From an optimization exercise on the open Yosys and OpenROAD flow, aimed at small area, a short achievable clock period and few clock cycles per item; shortcuts taken in it are not production practice. In this exercise RTL edits were held to simulation tests only and were not proved equivalent to the original. No activity file was given, so power comes from the tool's default toggle rates.

==> flow/design.v <==
`default_nettype none
package rv_core_pkg;
  localparam int XLEN = 32;
  localparam logic [XLEN-1:0] RESET_PC = '0;
  localparam logic [4:0] OPCODE_OP     = 5'b01100;
  localparam logic [4:0] OPCODE_OP_IMM = 5'b00100;
  localparam logic [4:0] OPCODE_LUI    = 5'b01101;
  localparam logic [4:0] OPCODE_AUIPC  = 5'b00101;
  localparam logic [4:0] OPCODE_JAL    = 5'b11011;
  localparam logic [4:0] OPCODE_JALR   = 5'b11001;
  localparam logic [4:0] OPCODE_BRANCH = 5'b11000;
  localparam logic [2:0] FUNCT3_ADD  = 3'b000;
  localparam logic [2:0] FUNCT3_SLL  = 3'b001;
  localparam logic [2:0] FUNCT3_SLT  = 3'b010;
  localparam logic [2:0] FUNCT3_SLTU = 3'b011;
  localparam logic [2:0] FUNCT3_XOR  = 3'b100;
  localparam logic [2:0] FUNCT3_SR   = 3'b101;
  localparam logic [2:0] FUNCT3_OR   = 3'b110;
  localparam logic [2:0] FUNCT3_AND  = 3'b111;
  localparam logic [2:0] FUNCT3_BEQ  = 3'b000;
  localparam logic [2:0] FUNCT3_BNE  = 3'b001;
  localparam logic [2:0] FUNCT3_BLT  = 3'b100;
  localparam logic [2:0] FUNCT3_BGE  = 3'b101;
  localparam logic [2:0] FUNCT3_BLTU = 3'b110;
  localparam logic [2:0] FUNCT3_BGEU = 3'b111;
  typedef logic [XLEN-1:0] word_t;
  typedef logic [4:0]      reg_addr_t;
  typedef struct packed {
    word_t pc;
    word_t inst;
  } fetch_t;
  typedef struct packed {
    logic [4:0] opcode;
    logic [2:0] funct3;
    reg_addr_t  rs1_addr;
    reg_addr_t  rs2_addr;
    reg_addr_t  rd_addr;
    logic       rd_wb;
    word_t      imm;
    logic [2:0] alu_op;
    logic       alu_alternate;
    logic       src1_is_pc;
    logic       src1_is_zero;
    logic       src2_is_imm;
  } decoded_t;
  typedef struct packed {
    word_t     pc;
    word_t     inst;
    reg_addr_t rd_addr;
    logic      rd_wb;
    word_t     rd_data;
    word_t     npc;
  } commit_t;
endpackage
`default_nettype wire
`timescale 1ns/1ns
`default_nettype none
module rv_regfile (
  input  wire                     clk,
  input  wire                     nrst,
  input  rv_core_pkg::reg_addr_t  i_rs1_addr,
  input  wire                     i_rs1_en,
  input  rv_core_pkg::reg_addr_t  i_rs2_addr,
  input  wire                     i_rs2_en,
  input  wire                     i_we,
  input  rv_core_pkg::reg_addr_t  i_rd_addr,
  input  rv_core_pkg::word_t      i_rd_data,
  output rv_core_pkg::word_t      o_rs1_data,
  output rv_core_pkg::word_t      o_rs2_data
);
  rv_core_pkg::word_t regs [1:31];
  logic [31:1]        valid;
  logic [31:1]        sel1, sel2, wsel;
  always_comb begin
    for (int i = 1; i < 32; i++) begin
      sel1[i] = i_rs1_en && valid[i] && (i_rs1_addr == 5'(i));
      sel2[i] = i_rs2_en && valid[i] && (i_rs2_addr == 5'(i));
      wsel[i] = i_we && (i_rd_addr == 5'(i));
    end
  end
  always_ff @(posedge clk) begin
    if (!nrst) begin
      valid <= '0;
    end else begin
      valid <= valid | wsel;
    end
  end
  always_ff @(posedge clk) begin
    for (int i = 1; i < 32; i++) begin
      if (wsel[i]) begin
        regs[i] <= i_rd_data;
      end
    end
  end
  always_comb begin
    o_rs1_data = '0;
    o_rs2_data = '0;
    for (int i = 1; i < 32; i++) begin
      o_rs1_data = o_rs1_data | ({32{sel1[i]}} & regs[i]);
      o_rs2_data = o_rs2_data | ({32{sel2[i]}} & regs[i]);
    end
  end
endmodule
`default_nettype wire
`timescale 1ns/1ns
`default_nettype none
module rv_execute (
  input  rv_core_pkg::word_t  i_inst,
  input  rv_core_pkg::word_t  i_pc,
  input  rv_core_pkg::word_t  i_a,
  input  rv_core_pkg::word_t  i_b,
  output rv_core_pkg::word_t  o_rd_data,
  output rv_core_pkg::word_t  o_npc
);
  rv_core_pkg::word_t x;
  logic [2:0]         f3;
  logic               is_op, is_br, is_jal, is_jalr, sub, sra;
  rv_core_pkg::word_t a, b, b_add, imm_u, imm_t, sum, tgt, pc4;
  rv_core_pkg::word_t shr, shl, alu;
  logic signed [32:0] shr_x;
  logic [31:0]        lt_t [0:5];
  logic [31:0]        eq_t [0:5];
  logic               ltu, lts, eq, cond, taken, slt;
  assign x  = i_inst;
  assign f3 = x[14:12];
  assign is_op   = x[5] & x[4] & ~x[2];
  assign is_br   = x[6] & ~x[2];
  assign is_jal  = x[3];
  assign is_jalr = x[6] & ~x[3] & x[2];
  assign sub     = is_op && f3 == 3'b000 && x[30];
  assign sra     = x[30];
  assign imm_u = {x[31:12], 12'h000};
  always_comb begin
    if (!x[2]) imm_t = {{20{x[31]}}, x[7], x[30:25], x[11:8], 1'b0};
    else if (x[3]) imm_t = {{12{x[31]}}, x[19:12], x[20], x[30:21], 1'b0};
    else imm_t = imm_u;
  end
  assign a     = i_a;
  assign b     = i_b;
  assign b_add = b ^ {32{sub}};
  assign sum   = a + b_add + {31'd0, sub};
  assign tgt   = i_pc + imm_t;
  always_comb begin
    lt_t[0] = {1'b0, ~a[30:0] & b[30:0]};
    eq_t[0] = {1'b1, ~(a[30:0] ^ b[30:0])};
    for (int l = 0; l < 5; l++) begin
      lt_t[l + 1] = '0;
      eq_t[l + 1] = '0;
      for (int k = 0; k < (32 >> (l + 1)); k++) begin
        lt_t[l + 1][k] = lt_t[l][2 * k + 1] | (eq_t[l][2 * k + 1] & lt_t[l][2 * k]);
        eq_t[l + 1][k] = eq_t[l][2 * k + 1] & eq_t[l][2 * k];
      end
    end
  end
  assign eq  = ~(a[31] ^ b[31]) & eq_t[5][0];
  assign ltu = (~a[31] & b[31]) | (~(a[31] ^ b[31]) & lt_t[5][0]);
  assign lts = (a[31] & ~b[31]) | (~(a[31] ^ b[31]) & lt_t[5][0]);
  assign slt = f3[0] ? ltu : lts;
  always_comb begin
    cond  = f3[2] ? (f3[1] ? ltu : lts) : eq;
    taken = cond ^ f3[0];
  end
  assign shr_x = $signed({sra & a[31], a}) >>> b[4:0];
  assign shr   = shr_x[31:0];
  assign shl = a << b[4:0];
  always_comb begin
    case (f3)
      3'b000:  alu = sum;
      3'b001:  alu = shl;
      3'b010:  alu = {31'd0, slt};
      3'b011:  alu = {31'd0, slt};
      3'b100:  alu = a ^ b;
      3'b101:  alu = shr;
      3'b110:  alu = a | b;
      default: alu = a & b;
    endcase
  end
  assign pc4 = i_pc + 32'd4;
  always_comb begin
    if (!x[2]) o_rd_data = alu;
    else if (x[6]) o_rd_data = pc4;
    else if (x[5]) o_rd_data = imm_u;
    else o_rd_data = tgt;
  end
  always_comb begin
    if (is_jalr) o_npc = {sum[31:1], 1'b0};
    else if (is_jal || (is_br && taken)) o_npc = tgt;
    else o_npc = pc4;
  end
endmodule
`default_nettype wire
`timescale 1ns/1ns
`default_nettype none
module rv_core_top (
  input  wire                   clk,
  input  wire                   nrst,
  input  wire                   i_fetch_ack,
  input  rv_core_pkg::word_t    i_fetch_inst,
  input  wire                   i_commit_ack,
  output logic                  o_fetch_req,
  output rv_core_pkg::word_t    o_fetch_pc,
  output logic                  o_commit_req,
  output rv_core_pkg::commit_t  o_commit
);
  logic               s_exec, s_commit;
  rv_core_pkg::word_t pc;
  rv_core_pkg::word_t inst_q, a_q, b_q, rd_q, npc_q;
  rv_core_pkg::word_t x, rs1_data, rs2_data, b_d, rd_data, npc;
  logic               rs2_en, rd_wb;
  assign o_fetch_req  = !s_exec && !s_commit && !i_fetch_ack && !i_commit_ack;
  assign o_commit_req = s_commit && !i_commit_ack;
  always_ff @(posedge clk) begin
    if (!nrst) begin
      s_exec   <= 1'b0;
      s_commit <= 1'b0;
    end else begin
      s_exec <= !s_exec && !s_commit && i_fetch_ack;
      if (s_exec) begin
        s_commit <= 1'b1;
      end else if (s_commit && i_commit_ack) begin
        s_commit <= 1'b0;
      end
    end
  end
  assign x      = i_fetch_inst;
  assign rs2_en = x[5] & ~x[2];                  
  rv_regfile u_regfile (
    .clk        (clk),
    .nrst       (nrst),
    .i_rs1_addr (x[19:15]),
    .i_rs1_en   (1'b1),
    .i_rs2_addr (x[24:20]),
    .i_rs2_en   (rs2_en),
    .i_we       (s_commit && rd_wb),
    .i_rd_addr  (inst_q[11:7]),
    .i_rd_data  (rd_q),
    .o_rs1_data (rs1_data),
    .o_rs2_data (rs2_data)
  );
  assign b_d = rs2_en ? rs2_data : {{20{x[31]}}, x[31:20]};
  always_ff @(posedge clk) begin
    if (!s_exec && !s_commit) begin
      inst_q <= x;
      a_q    <= rs1_data;
      b_q    <= b_d;
    end
  end
  rv_execute u_execute (
    .i_inst    (inst_q),
    .i_pc      (pc),
    .i_a       (a_q),
    .i_b       (b_q),
    .o_rd_data (rd_data),
    .o_npc     (npc)
  );
  always_ff @(posedge clk) begin
    if (!s_commit) begin
      rd_q  <= rd_data;
      npc_q <= npc;
    end
  end
  assign rd_wb = (inst_q[11:7] != 5'd0) && !(inst_q[6] && !inst_q[2]);
  always_ff @(posedge clk) begin
    if (!nrst) begin
      pc <= rv_core_pkg::RESET_PC;
    end else if (s_commit && i_commit_ack) begin
      pc <= {npc_q[31:1], 1'b0};
    end
  end
  assign o_fetch_pc       = pc;
  assign o_commit.pc      = pc;
  assign o_commit.inst    = inst_q;
  assign o_commit.rd_addr = inst_q[11:7];
  assign o_commit.rd_wb   = rd_wb;
  assign o_commit.rd_data = rd_q;
  assign o_commit.npc     = npc_q;
endmodule
`default_nettype wire
==> flow/run.sh <==
#!/bin/bash
# synth_recipe.tcl (not shown) runs the flow's synth.tcl, then flattens the netlist and writes it again
# the make line also repeats each setting of config.mk as NAME=value (left out here)
make -C /OpenROAD-flow-scripts/flow DESIGN_CONFIG=/design/flow/config.mk WORK_HOME=/design/flow/orfs CLKGATE_MAP_FILE= SYNTH_SCRIPT=/design/flow/synth_recipe.tcl finish
==> flow/config.mk <==
export PLATFORM = sky130hd
export DESIGN_NAME = rv_core_top
export DESIGN_NICKNAME = rv_core_top
export VERILOG_FILES = /design/flow/design.v
export SDC_FILE = /design/flow/constraint.sdc
export NUM_CORES = 4
export LEC_CHECK = 0
export CAP_MARGIN = 20
export CORE_MARGIN = 2
export CORE_UTILIZATION = 50
export SETUP_SLACK_MARGIN = 4.6
export SLEW_MARGIN = 20
export TNS_END_PERCENT = 5
==> flow/constraint.sdc <==
create_clock -name core_clock -period 8.6 [get_ports {clk}]
set_input_delay 1.7200 -clock core_clock [delete_from_list [all_inputs] [get_ports {clk}]]
set_output_delay 1.7200 -clock core_clock [all_outputs]
set_load 0.01 [all_outputs]
==> metrics.md, run 1 <==
| Metric | Value |
|---|---|
| Outcome | no timing/DRC/antenna violations |
| Total clock sinks | 1215 |
| DIE AREA | 0.124 mm² |
| Via count | 54.0k |
| Period Utilization, post-route | 50.7% |
| Most common library cells after synthesis | 1151 x sky130_fd_sc_hd__edfxtp_1, 504 x sky130_fd_sc_hd__a22oi_1, 319 x sky130_fd_sc_hd__clkbuf_1 |
| Maximum clock skew at final layout | 0.0363 ns |
| Top post-synthesis cells by area | sky130_fd_sc_hd__edfxtp_1 57%, sky130_fd_sc_hd__a22oi_1 6.2%, sky130_fd_sc_hd__a221oi_1 3.5%, sky130_fd_sc_hd__a22o_1 3.5%, sky130_fd_sc_hd__ha_1 3.3% |
| DR WL/cell | 46.3 µm |
| Crit end category | flip-flop |
| Crit-path max FO | 3 |
| Netlist area before placement | 0.0606 mm² |
| Ys flop type | sky130_fd_sc_hd__edfxtp_1 |
| Family with the most delay on the worst path | compound AO/OA/AOI/OAI gates |
| Number of hold buffers added after CTS | 0 |
| Relative slew margins | 12.3% |
| Fill count | 9672 |
| Worst-case setup slack after placement | 2.47 ns |
| Avg Cell Area, Syn | 12.5 µm² |
| Wire length of the first global-routing pass | 413000 µm |
| Buffers added on ports | 200 |
| Setup TNS | 0 ns |
| Iteration count of the initial detailed-routing pass | 11 |
| Worst-Margin Slew | 1.32 ns |
| Final hold viol count | 0 |
| Post-synthesis to final-layout area growth | 17.6% |
| GRT Total Usage | 48.4% |
| Final instance area | 0.0713 mm² |
| Setup-violating endpoint count in the final report | 0 |
| Power density over the cells | 214 mW/mm² |
| DRC | 0 |
| Number of synthesized register bits | 1215 |
| Max-cap violations | 0 |
| RSZ-0062 raised after global routing | yes |
| Worst skew pair latency | 0.78 ns |
| Initial core utilization | 50.5% |
| Core footprint | 0.120 mm² |
| CTS H-tree lvls | 4 |
| Slowest cell on crit path | sky130_fd_sc_hd__a211oi_1 |
| Total half-perimeter wirelength after legalization and detailed placement | 176000 µm |
| Number of buffers between clock root and the deepest sink | 3 |
| Fraction of final layout cells sized beyond drive strength 1 | 15.7% |
| Count of yosys warnings during synthesis | 6 |
| Crit path time final | 4.36 ns |
| Cell-by-cell listing of the critical path | inv_1 > ha_1 > inv_1 > a2111oi_0 > o21ai_0 > nor4_1 > o221ai_1 > a211oi_1 > nor3b_1 > a21oi_1 > a21oi_1 |
| Antenna violations before repair | 11 |
| Type of origin of the critical path | flip-flop |
| Rows | 127 |
| Req. time, crit path | 9.10 ns |
| Number of enable-type register cells in the synthesized netlist | 1151 |
| Vias in the first global route | 49.0k |
| Sequential area share after synthesis | 59.1% |
| Cell count after synthesis | 4846 |
| Maximum number of pins on one net before global-route repair | 65 |
| Number of nets with antenna violations after routing | 0 |
| Total placed instance area | 0.0645 mm² |
| Clock-pin transition on the worst setup and hold timing paths | 0.07 ns |
| RePlAce Congestion | 1.01 |
| Mean number of vias per cell | 7.98 |
| Violation count after the first detailed-route iteration | 12.4k |
| Post-synthesis cell type with the largest combined area | sky130_fd_sc_hd__edfxtp_1 |
| Data arrival time at the worst-slack endpoint | 4.86 ns |
| Lkg Pwr | 24.8 nW |
| Highest clock frequency the design can meet | 0.229 GHz |
| Worst setup margin | 4.24 ns |
| Top-level I/O count | 204 |
| Global-route congestion overflow total | 0 |
| Max incr delay on CP | 0.90 ns |
| Pins over their slew limit | 0 |
| Clk root buf | sky130_fd_sc_hd__clkbuf_16 |
| Worst vdd ir | 0.199 mV |
| Final wirelength | 314000 µm |
| Floorplan die height | 352 µm |
| Number of nets in the layout | 5239 |
| Post-synth ARST share | 0% |
| Clock tree from TritonCTS | done |
| Number of CTS-inserted buffers | 131 |
| Hold Crit Class | flip-flop to flip-flop |
| Count of different cell masters after synthesis | 92 |
| Die outline width | 352 µm |
| Top-area cell type share of the netlist area | 57.0% |
| Most repeated cell in the gate-level netlist after synthesis | sky130_fd_sc_hd__edfxtp_1 |
| Buffers and inverters on the worst path | 2 |
| Start-to-end type of the worst setup path | flip-flop to flip-flop |
[final cells by class]
| type | count | area (µm²) | share of cell area (%) |
|---|---|---|---|
| multi-input combinational | 3100 | 24000 | 33.7 |
| clock buffer | 158 | 3530 | 4.96 |
| timing repair buffer | 475 | 4470 | 6.28 |
| tap | 1612 | 2020 | 2.83 |
| inverter | 119 | 455 | 0.639 |
| sequential | 1215 | 35800 | 50.3 |
| clock inverter | 80 | 910 | 1.28 |
| antenna | 13 | 32.5 | 0.0456 |
[worst reg2reg max path: stages (launching register included)]
cell,delay [ns]
sky130_fd_sc_hd__edfxtp_1,0.71
sky130_fd_sc_hd__inv_1,0.16
sky130_fd_sc_hd__ha_1,0.36
sky130_fd_sc_hd__inv_1,0.08
sky130_fd_sc_hd__a2111oi_0,0.65
sky130_fd_sc_hd__o21ai_0,0.26
sky130_fd_sc_hd__nor4_1,0.39
sky130_fd_sc_hd__o221ai_1,0.21
sky130_fd_sc_hd__a211oi_1,0.90
sky130_fd_sc_hd__nor3b_1,0.10
sky130_fd_sc_hd__a21oi_1,0.17
sky130_fd_sc_hd__a21oi_1,0.08
[path summary, 6_finish.rpt]
kind	from	end	slack, ns	depth (start not counted)
setup / recovery	b_q[26]	rd_q[0]	4.24	11
hold / removal	u_regfile.valid[23]	u_regfile.valid[23]	0.50	1
setup reg to reg	b_q[26]	rd_q[0]	4.24	11
hold reg to reg	u_regfile.valid[23]	u_regfile.valid[23]	0.50	1
[per-stage QoR]
step           total power (W)  cells  hold slack, ns  util [%]
2_1_floorplan          0.00817   4848           0.446         -
3_3_place_gp           0.00918   6411           0.457      53.7
3_5_place_dp           0.00917   6412           0.463      53.7
4_1_cts                 0.0151   6721           0.481      58.6
5_1_grt                 0.0156   6760           0.506      59.3
6_report                0.0153   6772           0.502      59.3
[timing repair]
item,CTS,global route
pin swaps,50,44
setup endpoints to repair,157,161
cloned,4,3
resized for setup,208,111
setup buffers,67,33
endpoints found under the hold margin,0,0
[sequential cells by signal, summed over array words and instances (netlist names)]
| signal | count |
|---|---|
| a_q | 32 |
| b_q | 32 |
| inst_q | 32 |
| npc_q | 31 |
| pc | 31 |
| rd_q | 32 |
| s_commit | 1 |
| s_exec | 1 |
| u_regfile.regs | 992 |
| u_regfile.valid | 31 |
[cells by family (layout without fill, tap and decap cells)]
logic type | after synthesis | count (layout) | share of synthesized area [%]
AO/OA/AOI/OAI | 1624 | 1624 | 20.3
flip-flops | 1215 | 1215 | 59.1
AND/OR/NAND/NOR | 1055 | 1060 | 8.66
buffers and inverters | 538 | 832 | 3.67
adder cells (fa/ha/maj) | 161 | 161 | 3.35
multiplexers | 151 | 151 | 3.40
XOR/XNOR | 101 | 101 | 1.46
other | 1 | 16 | 0.00619
[metal layers]
layer / GRT usage [%] / routed length [µm] / vias to the layer above
met5: 2.00 / 320 / -
met4: 34.3 / 31100 / 14
met3: 20.2 / 52400 / 1878
met2: 69.7 / 128000 / 6010
met1: 58.5 / 102000 / 26100
li1: - / - / 20000
[layout by cell type, fill, tap and decap left out, drive strengths merged, types with 13 or more instances in the layout]
cell           Yosys  layout
a211oi            22      22
a21boi            44      44
a21o              47      47
a21oi            143     143
a221oi           243     243
a222oi            35      35
a22o             240     240
a22oi            505     505
a31oi             15      15
and3              67      72
buf              100     276
clkbuf           319     162
clkdlybuf4s50      0     187
clkinv             4      50
dfxtp             64      64
diode              0      13
edfxtp          1151    1151
ha               159     159
inv              115     128
mux2              17      17
mux2i             92      92
mux4              42      42
nand2            277     277
nand2b            20      20
nand3            237     237
nand4             78      78
nor2             183     183
nor2b             23      23
nor3              44      44
nor3b             14      14
o211ai            28      28
o21a              42      42
o21ai            149     149
o221ai            14      14
o22ai             13      13
or4               58      58
xnor2             77      77
xor2              24      24
[report_power, final]
part	internal [W]	leakage [nW]	switching, W
logic	0.000768	11.5	0.00152
registers	0.00686	11.2	0.000217
clock network	0.00335	2.16	0.00257
Testbench counts, summed over its fixed seeds: cycles 23,992, insts 4,800.
==> inputs of run 2 (changes only) <==
--- a/flow/design.v
+++ b/flow/design.v
@@ -111,2 +111,4 @@
   input  rv_core_pkg::word_t  i_b,
+  input  wire                 i_sub,
+  input  wire                 i_sll,
   output rv_core_pkg::word_t  o_rd_data,
@@ -119,2 +121,3 @@
   rv_core_pkg::word_t shr, shl, alu;
+  rv_core_pkg::word_t sh_in;
   logic signed [32:0] shr_x;
@@ -129,3 +132,3 @@
   assign is_jalr = x[6] & ~x[3] & x[2];
-  assign sub     = is_op && f3 == 3'b000 && x[30];
+  assign sub     = i_sub;
   assign sra     = x[30];
@@ -162,5 +165,10 @@
   end
-  assign shr_x = $signed({sra & a[31], a}) >>> b[4:0];
+  always_comb begin
+    for (int i = 0; i < 32; i++) sh_in[i] = i_sll ? a[31 - i] : a[i];
+  end
+  assign shr_x = $signed({sra & a[31], sh_in}) >>> b[4:0];
   assign shr   = shr_x[31:0];
-  assign shl = a << b[4:0];
+  always_comb begin
+    for (int i = 0; i < 32; i++) shl[i] = shr[31 - i];
+  end
   always_comb begin
@@ -204,3 +212,3 @@
 );
-  logic               s_exec, s_commit;
+  logic               s_idle, s_exec, s_commit;
   rv_core_pkg::word_t pc;
@@ -208,4 +216,4 @@
   rv_core_pkg::word_t x, rs1_data, rs2_data, b_d, rd_data, npc;
-  logic               rs2_en, rd_wb;
-  assign o_fetch_req  = !s_exec && !s_commit && !i_fetch_ack && !i_commit_ack;
+  logic               rs2_en, rd_wb, sub_q, sll_q;
+  assign o_fetch_req  = s_idle && !i_fetch_ack && !i_commit_ack;
   assign o_commit_req = s_commit && !i_commit_ack;
@@ -213,2 +221,3 @@
     if (!nrst) begin
+      s_idle   <= 1'b1;
       s_exec   <= 1'b0;
@@ -216,3 +225,8 @@
     end else begin
-      s_exec <= !s_exec && !s_commit && i_fetch_ack;
+      s_exec <= s_idle && i_fetch_ack;
+      if (s_idle && i_fetch_ack) begin
+        s_idle <= 1'b0;
+      end else if (s_commit && i_commit_ack) begin
+        s_idle <= 1'b1;
+      end
       if (s_exec) begin
@@ -232,3 +246,3 @@
     .i_rs2_addr (x[24:20]),
-    .i_rs2_en   (rs2_en),
+    .i_rs2_en   (1'b1),
     .i_we       (s_commit && rd_wb),
@@ -241,3 +255,3 @@
   always_ff @(posedge clk) begin
-    if (!s_exec && !s_commit) begin
+    if (s_idle) begin
       inst_q <= x;
@@ -245,2 +259,5 @@
       b_q    <= b_d;
+      sub_q  <= x[5] && x[4] && !x[2] && x[14:12] == 3'b000 && x[30];    
+      sll_q  <= x[4] && !x[2] && x[14:12] == 3'b001;
+      rd_wb  <= (x[11:7] != 5'd0) && !(x[6] && !x[2]);
     end
@@ -252,2 +269,4 @@
     .i_b       (b_q),
+    .i_sub     (sub_q),
+    .i_sll     (sll_q),
     .o_rd_data (rd_data),
@@ -256,8 +275,5 @@
   always_ff @(posedge clk) begin
-    if (!s_commit) begin
-      rd_q  <= rd_data;
-      npc_q <= npc;
-    end
-  end
-  assign rd_wb = (inst_q[11:7] != 5'd0) && !(inst_q[6] && !inst_q[2]);
+    rd_q  <= rd_data;
+    npc_q <= npc;
+  end
   always_ff @(posedge clk) begin
==> flow/flow/run.sh (new file) <==
#!/bin/bash
# Own flow: the standard layout (standard.sh, every step unchanged) except
# that the ports are buffered with sky130_fd_sc_hd__buf_4 cells, which the
# timing repair may resize within the buf family, instead of the default
# delay-buffer cells, which it cannot swap for faster ones. Every port still
# gets its own buffer. make's full output goes to standard_flow.log here; each
# ORFS step keeps its own log under orfs/logs/.
set -euo pipefail
W="$(cd "$(dirname "${BASH_SOURCE[0]}")/.." && pwd)"
cd "$W"
bash "$W/standard.sh" "BUFFER_PORTS_ARGS=-buffer_cell sky130_fd_sc_hd__buf_4" finish > "$W/standard_flow.log" 2>&1
==> flow/standard.sh (new file) <==
#!/bin/bash
# synth_recipe.tcl (not shown) runs the flow's synth.tcl, then flattens the netlist and writes it again
# the make line also repeats each setting of config.mk as NAME=value (left out here)
make -C /OpenROAD-flow-scripts/flow DESIGN_CONFIG=/design/flow/config.mk WORK_HOME=/design/flow/orfs CLKGATE_MAP_FILE= SYNTH_SCRIPT=/design/flow/synth_recipe.tcl "${@:-finish}"
--- a/flow/config.mk
+++ b/flow/config.mk
@@ -10,3 +10,3 @@
 export CORE_UTILIZATION = 50
-export SETUP_SLACK_MARGIN = 4.6
+export SETUP_SLACK_MARGIN = 4.9
 export SLEW_MARGIN = 20
removed: flow/run.sh
==> run 2 against run 1 <==
Compared with the run above:
- synthesized area shrank 1.4%
- core utilization decreased by 0.79 points
- flip-flop and latch count is 4 higher
- combinational power increased by 12%
- critical endpoint is now b_q[3]
- worst hold slack worse by 0.057 ns
- first-iteration DRC count fell by 1.7%
- cell count fell by 2.2%
- highest routed layer unchanged
- routed wire length shrank 3.5%
- clock power fell by 3.4%
- die area is 1.4% lower
==> metrics.md, run 2 <==
| Metric | Value |
|---|---|
| Outcome | no timing/DRC/antenna violations |
| Period Utilization, post-route | 48.2% |
| Number of synthesized register bits | 1219 |
| Family with the most delay on the worst path | buffers and inverters |
| Max-cap violations | 0 |
| Maximum clock skew at final layout | 0.0381 ns |
| Most frequent cells in the layout | 1091 x sky130_fd_sc_hd__edfxtp_1, 464 x sky130_fd_sc_hd__a22oi_1, 430 x sky130_fd_sc_hd__buf_4 |
| Buffers and inverters on the worst path | 2 |
| Commonest non-fill, non-tap cell in the layout | sky130_fd_sc_hd__edfxtp_1 |
| Sequential area share after synthesis | 59.1% |
| Post-synthesis cell type with the largest combined area | sky130_fd_sc_hd__edfxtp_1 |
| Power density over the cells | 223 mW/mm² |
| Setup TNS | 0 ns |
| Fraction of final layout cells sized beyond drive strength 1 | 18.7% |
| Top post-synthesis cells by area | sky130_fd_sc_hd__edfxtp_1 55%, sky130_fd_sc_hd__a22oi_1 5.8%, sky130_fd_sc_hd__dfxtp_1 4.3%, sky130_fd_sc_hd__a221oi_1 3.7%, sky130_fd_sc_hd__a22o_1 3.6% |
| Highest clock frequency the design can meet | 0.241 GHz |
| Number of flip-flops under the largest register name | 992 |
| Total clock sinks | 1219 |
| Sequential cell area | 0.0353 mm² |
| Worst-Margin Slew | 1.41 ns |
| Floorplan die height | 350 µm |
| Antenna violations before repair | 24 |
| Worst hold slack across all endpoints | 0.445 ns |
| Start-to-end type of the worst setup path | input port to flip-flop |
| Post-synth ARST share | 0% |
| Clk root buf | sky130_fd_sc_hd__clkbuf_16 |
| Mean number of vias per cell | 7.99 |
| Core footprint | 0.118 mm² |
| Endpoint of the most critical register-to-register path | rd_q[3] |
| Max incr delay on CP | 0.80 ns |
| Largest Register | u_regfile.regs |
| Vias in the first global route | 48.6k |
| Worst vdd ir | 0.213 mV |
| Setup-violating endpoint count in the final report | 0 |
| Buffers added on ports | 200 |
| Lkg Pwr | 24.6 nW |
| Reg-to-reg slack, setup | 4.62 ns |
| Type of origin of the critical path | input port |
| Slowest cell on crit path | sky130_fd_sc_hd__buf_4 |
| Wire length of the first global-routing pass | 402000 µm |
| Pins over their slew limit | 0 |
| Die outline width | 350 µm |
| Crit end category | flip-flop |
| Final hold viol count | 0 |
| Netlist area before placement | 0.0598 mm² |
| Count of yosys warnings during synthesis | 6 |
| Data arrival time at the worst-slack endpoint | 4.61 ns |
| Clock-pin transition on the worst setup and hold timing paths | 0.06 ns |
| Multi-input logic area | 0.0231 mm² |
| Most frequent cell on the critical path | sky130_fd_sc_hd__buf_4 |
| Critical path depth in cells | 8 |
| Crit path time final | 4.14 ns |
| Avg Cell Area, Syn | 12.5 µm² |
| Number of CTS-inserted buffers | 131 |
| RePlAce Congestion | 0.998 |
| Number of enable-type register cells in the synthesized netlist | 1091 |
| RSZ-0062 raised after global routing | yes |
| Top-level I/O count | 204 |
| Post-synthesis to final-layout area growth | 15.8% |
| Worst skew pair latency | 0.79 ns |
| Maximum number of pins on one net before global-route repair | 66 |
| Via count | 53.0k |
| Number of hold buffers added after CTS | 0 |
| Most repeated cell in the gate-level netlist after synthesis | sky130_fd_sc_hd__edfxtp_1 |
| Global-route congestion overflow total | 0 |
| DR WL/cell | 45.7 µm |
| Most common library cells after synthesis | 1091 x sky130_fd_sc_hd__edfxtp_1, 464 x sky130_fd_sc_hd__a22oi_1, 310 x sky130_fd_sc_hd__clkbuf_1 |
| Crit-path max FO | 27 |
| Number of buffers between clock root and the deepest sink | 3 |
| Final wirelength | 303000 µm |
| Cell count after synthesis | 4780 |
| CTS H-tree lvls | 4 |
| Violation count after the first detailed-route iteration | 12.1k |
| Rows | 126 |
| Count of different cell masters after synthesis | 82 |
| Req. time, crit path | 9.07 ns |
| Number of nets with antenna violations after routing | 0 |
| Relative slew margins | 4.70% |
| Cell-by-cell listing of the critical path | buf_4 > nor2b_1 > and3_2 > buf_4 > a22o_1 > a221oi_1 > nand3_1 > o32a_1 |
| DRC | 0 |
| Last element of the critical path | b_q[3] |
| Launch point of the worst reg-to-reg path | sll_q |
| Ys flop type | sky130_fd_sc_hd__edfxtp_1 |
| Top-area cell type share of the netlist area | 54.8% |
| Total half-perimeter wirelength after legalization and detailed placement | 168000 µm |
| Hold Crit Class | flip-flop to flip-flop |
| Worst reg-to-reg path cell count | 10 |
| Clock tree from TritonCTS | done |
| Origin of the worst setup path | i_fetch_inst[23] |
| Initial core utilization | 50.5% |
| Number of nets in the layout | 5160 |
| Fill count | 9569 |
| DIE AREA | 0.122 mm² |
| Iteration count of the initial detailed-routing pass | 18 |
| GRT Total Usage | 48.2% |
## run 2: cell count changes in the layout (fill, tap and decap cells not counted), moves of 42 or more
cell,before,now
sky130_fd_sc_hd__buf_4,216,430
sky130_fd_sc_hd__dfxtp_1,64,118
sky130_fd_sc_hd__edfxtp_1,1151,1091
sky130_fd_sc_hd__clkdlybuf4s50_1,187,0
sky130_fd_sc_hd__a21oi_1,121,163
## run 2: report_power, final
part	internal, W	switching, W	leakage [nW]
combinational	0.000886	0.00168	11.4
sequential	0.00686	0.000297	11.1
clock	0.00318	0.00252	2.08
## run 2: through the flow
step	power [W]	worst slack [ns]	util, %	instance area [µm²]	instances
after floorplan	0.00835	4.86	-	59800	4782
after CTS	0.0152	4.73	58.0	68500	6577
after global routing	0.0157	4.64	58.5	69200	6609
after detailed placement	0.00944	3.59	53.3	63000	6256
after global placement	0.00944	3.50	53.2	62900	6254
final	0.0154	4.46	58.5	69200	6625
## run 2: cell type report
class                           instances  share of cell area, %
Sequential cell                      1219                   51.1
Multi-Input combinational cell       3032                   33.4
Timing Repair Buffer                  470                   5.78
Clock buffer                          170                   5.16
Tap cell                             1536                   2.78
Clock inverter                         71                  0.996
Inverter                              110                  0.721
Antenna cell                           17                 0.0615
## run 2: worst min-delay path by stage
stage                      start       end  slack (ns)  cells after the start
after floorplan           s_exec  s_commit        0.42                      1
after detailed placement  s_exec  s_commit        0.43                      1
after global placement    s_exec  s_commit        0.42                      1
after global routing      s_exec  s_commit        0.46                      1
after CTS                 s_exec  s_commit        0.45                      1
final                     s_exec  s_commit        0.45                      1
## run 2: kinds of logic after synthesis
group | Yosys count | share of synthesized area, %
AOI/OAI and AO/OA | 1601 | 20.2
xor gates and xnor gates | 113 | 1.66
adders and majority gates | 160 | 3.37
buffers and inverters | 531 | 3.64
DFF | 1219 | 59.1
muxes | 141 | 3.47
other | 1 | 0.00627
and+or+nand+nor | 1014 | 8.50
## run 2: routing by layer
metal | global-route usage (%) | vias up | share of wire, %
met5 | 2.55 | - | 0.24
met1 | 58.0 | 25600 | 32
met4 | 36.2 | 32 | 9.8
met2 | 67.4 | 5799 | 40
met3 | 21.7 | 1836 | 17
li1 | - | 19700 | -
## run 2: timing repair
action | 4_1_cts | 5_1_grt
pin swaps | 7 | 34
endpoints found under the setup margin | 112 | 114
setup buffers | 73 | 29
gates resized for setup | 105 | 79
cloned | 7 | 2
Testbench counts of run 2, summed over its fixed seeds: cycles 23,992, insts 4,800.
==> inputs of run 3 (changes only) <==
--- a/flow/flow/run.sh
+++ b/flow/flow/run.sh
@@ -2,3 +2,3 @@
 # Own flow: the standard layout (standard.sh, every step unchanged) except
-# that the ports are buffered with sky130_fd_sc_hd__buf_4 cells, which the
+# that the ports are buffered with sky130_fd_sc_hd__buf_1 cells, which the
 # timing repair may resize within the buf family, instead of the default
@@ -10,2 +10,2 @@
 cd "$W"
-bash "$W/standard.sh" "BUFFER_PORTS_ARGS=-buffer_cell sky130_fd_sc_hd__buf_4" finish > "$W/standard_flow.log" 2>&1
+bash "$W/standard.sh" "BUFFER_PORTS_ARGS=-buffer_cell sky130_fd_sc_hd__buf_1" finish > "$W/standard_flow.log" 2>&1
==> run 3 against run 2 <==
Compared with the run above:
- clock power rose by 1%
- global-route usage fell by 0.86 points
- flip-flop and latch count did not move
- non-clock buffer count rose by 28
- die area did not move
- synthesized cell count did not move
- count of clock-buffer cells in the layout rose by 13
- cell count rose by 0.47%
- synthesized area did not move
- sequential share of layout area rose by 0.093 points
- combinational power fell by 5%
- routed wire length fell by 1.9%
- largest cell class unchanged
==> metrics.md, run 3 <==
| Metric | Value |
|---|---|
| Fraction of final layout cells sized beyond drive strength 1 | 16.0% |
| RePlAce Congestion | 1.01 |
| Pins over their slew limit | 0 |
| Total clock sinks | 1219 |
| Layout Cells excl Fill | 6656 |
| Wire length of the first global-routing pass | 395000 µm |
| Number of synthesized register bits | 1219 |
| Floorplan die height | 350 µm |
| GRT Total Usage | 47.3% |
| Power density over the cells | 223 mW/mm² |
| Rows | 126 |
| Cell count after synthesis | 4780 |
| Number of CTS-inserted buffers | 132 |
| Outcome | no timing/DRC/antenna violations |
| Post-synth ARST share | 0% |
| Cell-by-cell listing of the critical path | buf_1 > nor2b_1 > nor2b_1 > and3_4 > buf_4 > a22o_1 > a221oi_1 > nand3_1 > or4_1 |
| Antenna violations before repair | 26 |
| Worst-Margin Slew | 1.20 ns |
| Critical path depth in cells | 9 |
| Via count | 52.9k |
| Mean number of vias per cell | 7.95 |
| Start-to-end type of the worst setup path | input port to flip-flop |
| Netlist area before placement | 0.0598 mm² |
| Count of different cell masters after synthesis | 82 |
| Buffers added on ports | 200 |
| Post-synthesis cell type with the largest combined area | sky130_fd_sc_hd__edfxtp_1 |
| Clock-pin transition on the worst setup and hold timing paths | 0.07 ns |
| Crit-path max FO | 18 |
| Setup TNS | 0 ns |
| Clock tree from TritonCTS | done |
| Slowest cell on crit path | sky130_fd_sc_hd__and3_4 |
| Die outline width | 350 µm |
| Ys flop type | sky130_fd_sc_hd__edfxtp_1 |
| Worst reg-to-reg path cell count | 13 |
| Iteration count of the initial detailed-routing pass | 13 |
| Most frequent cells in the layout | 1091 x sky130_fd_sc_hd__edfxtp_1, 464 x sky130_fd_sc_hd__a22oi_1, 251 x sky130_fd_sc_hd__a221oi_1 |
| Type of origin of the critical path | input port |
| Max incr delay on CP | 0.63 ns |
| Data arrival time at the worst-slack endpoint | 4.65 ns |
| DRC | 0 |
| Core footprint | 0.118 mm² |
| Reg-to-reg slack, setup | 4.64 ns |
| Number of enable-type register cells in the synthesized netlist | 1091 |
| Req. time, crit path | 9.16 ns |
| Maximum number of pins on one net before global-route repair | 66 |
| Lkg Pwr | 24.1 nW |
| Highest clock frequency the design can meet | 0.245 GHz |
| Setup-violating endpoint count in the final report | 0 |
| Vias in the first global route | 48.1k |
| CTS H-tree lvls | 4 |
| Most common library cells after synthesis | 1091 x sky130_fd_sc_hd__edfxtp_1, 464 x sky130_fd_sc_hd__a22oi_1, 310 x sky130_fd_sc_hd__clkbuf_1 |
| Most repeated cell in the gate-level netlist after synthesis | sky130_fd_sc_hd__edfxtp_1 |
| DIE AREA | 0.122 mm² |
| Clk root buf | sky130_fd_sc_hd__clkbuf_16 |
| Violation count after the first detailed-route iteration | 11.9k |
| Hold depth | 1 |
| Commonest non-fill, non-tap cell in the layout | sky130_fd_sc_hd__edfxtp_1 |
| Buffers and inverters on the worst path | 2 |
| Max-cap violations | 0 |
| Count of yosys warnings during synthesis | 6 |
| Sequential area share after synthesis | 59.1% |
| Top post-synthesis cells by area | sky130_fd_sc_hd__edfxtp_1 55%, sky130_fd_sc_hd__a22oi_1 5.8%, sky130_fd_sc_hd__dfxtp_1 4.3%, sky130_fd_sc_hd__a221oi_1 3.7%, sky130_fd_sc_hd__a22o_1 3.6% |
| Final hold viol count | 0 |
| Post-synthesis to final-layout area growth | 15.6% |
| Number of hold buffers added after CTS | 0 |
| Number of nets in the layout | 5190 |
| Number of flip-flops under the largest register name | 992 |
| Global-route congestion overflow total | 0 |
| Crit end category | flip-flop |
| Number of nets with antenna violations after routing | 0 |
| Period Utilization, post-route | 47.5% |
| Top-area cell type share of the netlist area | 54.8% |
| Maximum clock skew at final layout | 0.0496 ns |
| Most frequent cell on the critical path | sky130_fd_sc_hd__nor2b_1 |
| Final wirelength | 297000 µm |
| Family with the most delay on the worst path | simple AND/OR/NAND/NOR gates |
| Hold Crit Class | flip-flop to flip-flop |
| Top-level I/O count | 204 |
| RSZ-0062 raised after global routing | yes |
| Initial core utilization | 50.5% |
| Relative slew margins | 20.2% |
| Worst vdd ir | 0.229 mV |
| DR WL/cell | 44.6 µm |
| Largest Register | u_regfile.regs |
| Avg Cell Area, Syn | 12.5 µm² |
| Total half-perimeter wirelength after legalization and detailed placement | 163000 µm |
| Number of buffers between clock root and the deepest sink | 3 |
| Placed cell count | 6244 |
| Worst skew pair latency | 0.80 ns |
| Crit path time final | 4.08 ns |
run 3: cell counts after synthesis:
Identical to the previous run, type by type.
run 3: cell families (layout without fill, tap and decap cells):
family	Yosys count	in the layout	share of synthesized area, %
mux	141	141	3.47
buf+inv	531	851	3.64
simple gates	1014	1015	8.50
compound gates	1601	1601	20.2
fa+ha+maj	160	160	3.37
xor+xnor	113	113	1.66
flops	1219	1219	59.1
other cells	1	20	0.00627
run 3: power by group:
| group | total, W | switching, W | internal [W] |
|---|---|---|---|
| logic | 0.00243 | 0.00159 | 0.000836 |
| clock network | 0.00577 | 0.00250 | 0.00328 |
| registers | 0.00722 | 0.000355 | 0.00686 |
run 3: area by class of cell:
class / count / area, µm²
Fill cell: 9523 / 49100
Sequential cell: 1219 / 35300
Multi-Input combinational cell: 3033 / 23400
Clock buffer: 183 / 3690
Timing Repair Buffer: 498 / 3530
Tap cell: 1536 / 1920
Clock inverter: 60 / 662
Inverter: 110 / 518
Antenna cell: 17 / 42.5
run 3: worst paths after layout:
| path | endpoint | from |
|---|---|---|
| worst max-delay path | a_q[11] | i_fetch_inst[19] |
| worst min-delay path | s_commit | s_exec |
| worst max register to register | rd_q[10] | sub_q |
| worst min register to register | s_commit | s_exec |
run 3: routing by layer:
layer	track usage, %	wire length, µm	vias to the layer above
li1	-	-	19700
met5	0.589	272	-
met3	21.6	51800	1778
met1	57.4	96500	25500
met2	66.6	120000	5914
met4	33.5	28300	30
run 3: what timing repair did:
item | in CTS | in global routing
endpoints found under the setup margin | 143 | 132
gates cloned | 8 | 2
gates resized for setup | 135 | 127
setup buffers | 96 | 45
pin swaps | 23 | 40
run 3: metrics by stage:
step | util, % | setup WS [ns] | hold WS [ns] | area [µm²] | power, W
6_report | 58.4 | 4.52 | 0.450 | 69100 | 0.0154
5_1_grt | 58.4 | 4.63 | 0.472 | 69100 | 0.0157
4_1_cts | 57.6 | 4.56 | 0.450 | 68100 | 0.0151
3_5_place_dp | 52.5 | 3.45 | 0.436 | 62100 | 0.00930
3_3_place_gp | 52.5 | 3.50 | 0.436 | 62100 | 0.00930
2_1_floorplan | - | 4.86 | 0.418 | 59800 | 0.00835

[port drivers added, routing unchanged]
Ports are ideal in the flow. The routed layouts listed here were re-timed in OpenROAD. Step 1: set_driving_cell puts a clkbuf_16 on clk and a buf_2 on each other input, an assumption about the parent block. Step 2 moves the port delays by t, midway between the first and last clock arrival at a register: inputs arrive t later, outputs are due t later. That takes back most of the time a late clock gives input paths. a / b / c = ideal ports / drivers / drivers and shift; a / b = the first two.
run | t (ns) | setup WS [ns] | clock arrival spread, ns | pins driven straight from the clock port
run 1 | 0.842 | 4.241 / 4.241 / 3.463 | 0.040 / 0.040 | 1
run 2 | 0.845 | 4.458 / 4.508 / 3.663 | 0.039 / 0.039 | 1
run 3 | 0.849 | 4.519 / 4.569 / 3.719 | 0.052 / 0.053 | 1
After both steps setup and hold are still met in every run listed. For run 3, which loses most, drivers alone change the setup slack by +0.050 ns; drivers and shift together by -0.800 ns.
